Source: an optimization exercise on an open RTL-to-GDS flow (aim: a short achievable clock period and few clock cycles). Production flows keep margins and buffers that such runs may drop.
At most, simulation tests tie the RTL to the original design; equivalence was not proved.
Power figures rest on the tool's default switching activity, not on a simulated workload.

==> v27 <==
## axiToAhbBridge
module axiToAhbBridge (
    input  wire                                 ACLK,
    input  wire                                 rst,
    input  wire                                 awValid,
    output logic                                awReady,
    input  wire [axiAhbPkg::IdWidth-1:0]        awId,
    input  wire [axiAhbPkg::AddrWidth-1:0]      awAddr,
    input  wire [axiAhbPkg::BeatIdxWidth-1:0]   awLen,
    input  wire axiAhbPkg::axiSize_e            awSize,
    input  wire                                 wValid,
    output logic                                wReady,
    input  wire [axiAhbPkg::DataWidth-1:0]      wData,
    input  wire                                 wLast,
    output logic                                bValid,
    input  wire                                 bReady,
    output logic [axiAhbPkg::IdWidth-1:0]       bId,
    output axiAhbPkg::axiResp_e                 bResp,
    input  wire                                 arValid,
    output logic                                arReady,
    input  wire [axiAhbPkg::IdWidth-1:0]        arId,
    input  wire [axiAhbPkg::AddrWidth-1:0]      arAddr,
    input  wire [axiAhbPkg::BeatIdxWidth-1:0]   arLen,
    input  wire axiAhbPkg::axiSize_e            arSize,
    output logic                                rValid,
    input  wire                                 rReady,
    output logic [axiAhbPkg::IdWidth-1:0]       rId,
    output logic [axiAhbPkg::DataWidth-1:0]     rData,
    output axiAhbPkg::axiResp_e                 rResp,
    output logic                                rLast,
    output logic [axiAhbPkg::AddrWidth-1:0]     hAddr,
    output logic                                hWrite,
    output logic [2:0]                          hSize,
    output axiAhbPkg::ahbTrans_e                hTrans,
    output logic [axiAhbPkg::DataWidth-1:0]     hWData,
    input  wire [axiAhbPkg::DataWidth-1:0]      hRData,
    input  wire                                 hReady,
    input  wire                                 hResp
);
make LEC_CHECK=0 ABC_CLOCK_PERIOD_IN_PS=2000 CAP_MARGIN=20 CORE_MARGIN=2 CORE_UTILIZATION=40 SETUP_SLACK_MARGIN=3.3 SLEW_MARGIN=20 finish   # period 5.5 ns
run.sh (not shown) runs the stock make flow with config.mk's settings and CLKGATE_MAP_FILE= SYNTH_SCRIPT=/design/flow/synth_recipe.tcl, a recipe that flattens the netlist after the stock synthesis.
==> v28: changes against v27 <==
--- a/flow/design.v
+++ b/flow/design.v
@@ -84,21 +84,22 @@
     logic                 arReadyQ;
     logic [IdWidth-1:0]   arIdQ;
     logic [AddrWidth-1:0] arAddrQ;
     logic [3:0]           arLenQ;
     logic [2:0]           arSizeQ;
     logic [DataWidth-1:0] wBuf [2];
-    logic [1:0]           wWr;
-    logic [1:0]           wRd;
-    logic                 wReadyQ;
+    logic                 wWr;
+    logic                 wRd;
+    logic                 wEmpty;
+    logic                 wReadyQ;    
+    logic                 bAct;
     logic                 hTransQ;
     logic                 hWriteQ;
     logic [AddrWidth-1:0] hAddrQ;
     logic [2:0]           hSizeQ;
     logic                 hLastQ;     
-    logic                 curAct;     
     logic [3:0]           curLeft;    
     logic [DataWidth-1:0] wdPend;     
     logic                 dpAct;
     logic                 dpWr;
     logic                 dpLast;
     logic [DataWidth-1:0] hWDataQ;
@@ -111,30 +112,31 @@
     logic [IdWidth-1:0]   rdId;
     logic                 rValidQ;
     logic [DataWidth-1:0] rDataQ;
     logic                 rErrQ;
     logic                 rLastQ;
     logic [DataWidth+1:0] rBuf [4];
-    logic [2:0]           rWr;
-    logic [2:0]           rRd;
+    logic [1:0]           rWr;
+    logic [1:0]           rRd;
+    logic [4:0]           rCnt;       
     assign awReady = awReadyQ;
     assign arReady = arReadyQ;
     assign wReady  = wReadyQ;
     assign hTrans  = hTransQ ? NONSEQ : IDLE;
     assign hWrite  = hWriteQ;
     assign hAddr   = hAddrQ;
     assign hSize   = hSizeQ;
     assign hWData  = hWDataQ;
-    assign bValid  = bValidQ || (wrDoneBeat && dpLast);
+    assign bValid  = bValidQ;
     assign bId     = wrId;
-    assign bResp   = (bValidQ ? bErrQ : (errAcc || hResp)) ? SLVERR : OKAY;
-    assign rValid  = rValidQ || rdDone;
+    assign bResp   = bErrQ ? SLVERR : OKAY;
+    assign rValid  = rValidQ;
     assign rId     = rdId;
-    assign rData   = rValidQ ? rDataQ : hRData;
-    assign rResp   = (rValidQ ? rErrQ : hResp) ? SLVERR : OKAY;
-    assign rLast   = rValidQ ? rLastQ : dpLast;
+    assign rData   = rDataQ;
+    assign rResp   = rErrQ ? SLVERR : OKAY;
+    assign rLast   = rLastQ;
     logic                 awAvail;
     logic [IdWidth-1:0]   awIdS;
     logic [AddrWidth-1:0] awAddrS;
     logic [3:0]           awLenS;
     logic [2:0]           awSizeS;
     logic                 arAvail;
@@ -150,110 +152,141 @@
     assign arAvail = !arReadyQ || arValid;
     assign arIdS   = arReadyQ ? arId   : arIdQ;
     assign arAddrS = arReadyQ ? arAddr : arAddrQ;
     assign arLenS  = arReadyQ ? arLen  : arLenQ;
     assign arSizeS = arReadyQ ? arSize : arSizeQ;
     logic                 wIn;
-    logic                 wEmpty;
     logic                 wAvail;
     logic [DataWidth-1:0] wHead;
     assign wIn    = wValid && wReadyQ;
-    assign wEmpty = (wWr == wRd);
     assign wAvail = !wEmpty || wIn;
-    assign wHead  = wEmpty ? wData : wBuf[wRd[0]];
-    logic [2:0] rCnt;
-    logic [2:0] rdOut;
-    logic       credOK;
-    assign rCnt   = rWr - rRd;
-    assign rdOut  = rCnt + {2'd0, hTransQ && !hWriteQ} + {2'd0, dpAct && !dpWr}
-                  + {2'd0, rValidQ};
-    assign credOK = (rdOut <= 3'd4);
+    assign wHead  = wEmpty ? wData : wBuf[wRd];
+    logic credOK;
+    assign credOK = rCnt[0] || rCnt[1];
     logic canUpd;
+    logic endB;
     logic wrSel;
-    logic contNow;
     logic startWr;
     logic startRd;
+    logic pres;
     logic presWr;
     assign canUpd  = !hTransQ || hReady;
+    assign endB    = hTransQ && hLastQ;
     assign wrSel   = awAvail && !wrBusy;
-    assign contNow = canUpd && curAct && (hWriteQ ? wAvail : credOK);
-    assign startWr = canUpd && !curAct && wrSel && wAvail;
-    assign startRd = canUpd && !curAct && !wrSel && arAvail && !rdBusy;
-    assign presWr  = (contNow && hWriteQ) || startWr;
+    assign startWr = canUpd && !bAct && wrSel;
+    assign startRd = canUpd && !bAct && !wrSel && arAvail && !rdBusy;
+    always_comb
+    begin
+        if (bAct)
+            pres = !endB && (hWriteQ ? wAvail : credOK);
+        else if (wrSel)
+            pres = awAvail && wAvail;
+        else
+            pres = arAvail && !rdBusy;
+    end
+    assign presWr = canUpd && pres && (bAct ? hWriteQ : wrSel);
     logic rdDone;
     logic wrDoneBeat;
     assign rdDone     = dpAct && !dpWr && hReady;
     assign wrDoneBeat = dpAct && dpWr && hReady;
+    logic rOutFree;
     logic rEmpty;
     logic rPop;
     logic rPush;
-    logic rLoad;
-    assign rEmpty = (rWr == rRd);
-    assign rPop   = rValidQ && rReady && !rEmpty;
-    assign rPush  = rdDone && rValidQ && !(rReady && rEmpty);
-    assign rLoad  = rValidQ ? rReady : !rReady;
+    assign rOutFree = !rValidQ || rReady;
+    assign rEmpty   = rCnt[0];
+    assign rPop     = rOutFree && !rEmpty;
+    assign rPush    = rdDone && !(rOutFree && rEmpty);
+    logic [11:0] sizeMask;    
+    logic [11:0] onesBelow;   
+    logic [11:0] carryIn;
     logic [11:0] addrInc;
-    assign addrInc = hAddrQ[11:0] + (12'd1 << hSizeQ);
-    logic [1:0] wCntN;
-    assign wCntN = (wWr + {1'b0, wIn}) - (wRd + {1'b0, presWr});
+    always_comb
+    begin
+        for (int i = 0; i < 12; i++)
+        begin
+            sizeMask[i]  = (i >= int'(hSizeQ));
+            onesBelow[i] = hAddrQ[i] || !sizeMask[i];
+        end
+        carryIn[0] = sizeMask[0];
+        for (int i = 1; i < 12; i++)
+            carryIn[i] = sizeMask[i] && (&(onesBelow | ~((12'd1 << i) - 12'd1)));
+        for (int i = 0; i < 12; i++)
+            addrInc[i] = carryIn[i] ? !hAddrQ[i] : hAddrQ[i];
+    end
     always_ff @(posedge ACLK)
     begin
         if (rst)
         begin
             awReadyQ <= 1'b1;
             arReadyQ <= 1'b1;
-            wWr      <= 2'd0;
-            wRd      <= 2'd0;
+            wWr      <= 1'b0;
+            wRd      <= 1'b0;
+            wEmpty   <= 1'b1;
             wReadyQ  <= 1'b1;
+            bAct     <= 1'b0;
             hTransQ  <= 1'b0;
-            curAct   <= 1'b0;
             dpAct    <= 1'b0;
             wrBusy   <= 1'b0;
             bValidQ  <= 1'b0;
             rdBusy   <= 1'b0;
             rValidQ  <= 1'b0;
-            rWr      <= 3'd0;
-            rRd      <= 3'd0;
+            rWr      <= 2'd0;
+            rRd      <= 2'd0;
+            rCnt     <= 5'b00001;
         end
         else
         begin
             awReadyQ <= awReadyQ ? (!awValid || startWr) : startWr;
             arReadyQ <= arReadyQ ? (!arValid || startRd) : startRd;
             if (wIn)
-                wWr <= wWr + 2'd1;
+                wWr <= !wWr;
             if (presWr)
-                wRd <= wRd + 2'd1;
-            wReadyQ <= (wCntN != 2'd2);
+                wRd <= !wRd;
+            if (wIn && !presWr)
+            begin
+                wEmpty  <= 1'b0;
+                wReadyQ <= wEmpty;
+            end
+            else if (presWr && !wIn)
+            begin
+                wEmpty  <= wReadyQ;
+                wReadyQ <= 1'b1;
+            end
             if (canUpd)
             begin
-                hTransQ <= contNow || startWr || startRd;
-                if (curAct)
-                    curAct <= !(contNow && (curLeft == 4'd1));
+                hTransQ <= pres;
+                if (bAct)
+                    bAct <= !endB;
                 else
-                    curAct <= wrSel ? (startWr && (awLenS != 4'd0))
-                                    : (startRd && (arLenS != 4'd0));
+                    bAct <= startWr || startRd;
             end
             if (hReady)
                 dpAct <= hTransQ;
             if (startWr)
                 wrBusy <= 1'b1;
-            else if (bValid && bReady)
+            else if (bValidQ && bReady)
                 wrBusy <= 1'b0;
-            bValidQ <= bValid && !bReady;
+            if (wrDoneBeat && dpLast)
+                bValidQ <= 1'b1;
+            else if (bReady)
+                bValidQ <= 1'b0;
             if (startRd)
                 rdBusy <= 1'b1;
-            else if (rValid && rReady && rLast)
+            else if (rValidQ && rReady && rLastQ)
                 rdBusy <= 1'b0;
-            if (rValidQ)
-                rValidQ <= !rReady || !rEmpty || rdDone;
-            else
-                rValidQ <= rdDone && !rReady;
+            if (rOutFree)
+                rValidQ <= !rEmpty || rdDone;
             if (rPop)
-                rRd <= rRd + 3'd1;
+                rRd <= rRd + 2'd1;
             if (rPush)
-                rWr <= rWr + 3'd1;
+                rWr <= rWr + 2'd1;
+            if (rPush && !rPop)
+                rCnt <= {rCnt[3:0], 1'b0};
+            else if (rPop && !rPush)
+                rCnt <= {1'b0, rCnt[4:1]};
         end
     end
     always_ff @(posedge ACLK)
     begin
         if (awReadyQ)
         begin
@@ -267,19 +300,19 @@
             arIdQ   <= arId;
             arAddrQ <= arAddr;
             arLenQ  <= arLen;
             arSizeQ <= arSize;
         end
         if (wIn)
-            wBuf[wWr[0]] <= wData;
+            wBuf[wWr] <= wData;
         if (canUpd)
         begin
             wdPend <= wHead;
-            if (curAct)
+            if (bAct)
             begin
-                if (contNow)
+                if (hTransQ)
                 begin
                     hAddrQ[11:0] <= addrInc;
                     curLeft      <= curLeft - 4'd1;
                     hLastQ       <= (curLeft == 4'd1);
                 end
             end
@@ -311,20 +344,20 @@
             hWDataQ <= wdPend;
         end
         if (startWr)
             errAcc <= 1'b0;
         else if (wrDoneBeat)
             errAcc <= errAcc || hResp;
-        if (!bValidQ)
+        if (wrDoneBeat && dpLast)
             bErrQ <= errAcc || hResp;
         if (rPush)
-            rBuf[rWr[1:0]] <= {hRData, hResp, dpLast};
-        if (rLoad)
+            rBuf[rWr] <= {hRData, hResp, dpLast};
+        if (rOutFree)
         begin
             if (rEmpty)
                 {rDataQ, rErrQ, rLastQ} <= {hRData, hResp, dpLast};
             else
-                {rDataQ, rErrQ, rLastQ} <= rBuf[rRd[1:0]];
+                {rDataQ, rErrQ, rLastQ} <= rBuf[rRd];
         end
     end
 endmodule
 `default_nettype wire
CTS_CLUSTER_DIAMETER = 150   (was not set)
CTS_CLUSTER_SIZE = 30   (was not set)
==> comparison <==
- In v28 the synthesized cell count is smaller than in v27, by about 6%.
- Between v28 and v27, the lower setup slack is in v27 (gap 750 ps).
- In v28 the sequential power is lower than in v27, by about 10%.
- Against v28, the via count of v27 is higher by about 12%.
- Of v28 and v27, v27 has the higher critical path depth (gap 13).
- In v27 the die area is larger than in v28, by 5.0%.
==> figures <==
Critical Path End Type: v28 output pin; v27 flop
Clock tree buffer count of the final layout: v28 31; v27 69
Internal power summed over all cells: v28 5.52 mW; v27 8.10 mW
Multi-input logic area: v28 4550 um^2; v27 5810 um^2
Number of fill cells: v28 3,663; v27 3,732
Synth-to-layout area growth: v28 24.0%; v27 34.9%
Compound-Gate Fraction of Synth Area: v28 3.24%; v27 2.96%
Clk cell area share: v28 2.54%; v27 6.34%
Result of the run: v28 finished clean; v27 finished clean
Data arrival, critical path: v28 1170 ps; v27 3310 ps
Worst path buffer plus inverter count: v28 1; v27 6
Signal buf overhead: v28 13.7%; v27 15.3%
Fraction of power spent switching nets: v28 24.8%; v27 28.3%
Testbench counts of v28, summed over its fixed seeds: cycles 21,232.
The RTL of v27 was laid out without a check of its function.

-- re-timing with driven ports --
No port has a modelled driver above. Below, the same layouts with a new extraction and two added sets of constraints. Step 1: set_driving_cell puts a clkbuf_16 on ACLK and a buf_2 on each other input, an assumption about the parent block. Step 2 moves the port delays by t, midway between the first and last clock arrival at a register: inputs arrive t later, outputs are due t later. That takes back most of the time a late clock gives input paths. a / b / c = no drivers / after step 1 / after step 2; a / b = the first two.
| run | t (ns) | slack for setup (ns) | worst setup path after step 2 | worst slew at a driven data input, ns |
|---|---|---|---|---|
| v27 | 0.622 | 2.484 / 2.484 / 2.339 | input to register | 0.10 |
| v28 | 0.595 | 3.235 / 3.185 / 2.747 | input to register | 0.08 |
After both steps setup and hold are still met in every run listed. The setup slack of v28, which loses most, moves by -0.050 ns with the drivers and by -0.488 ns with both steps.
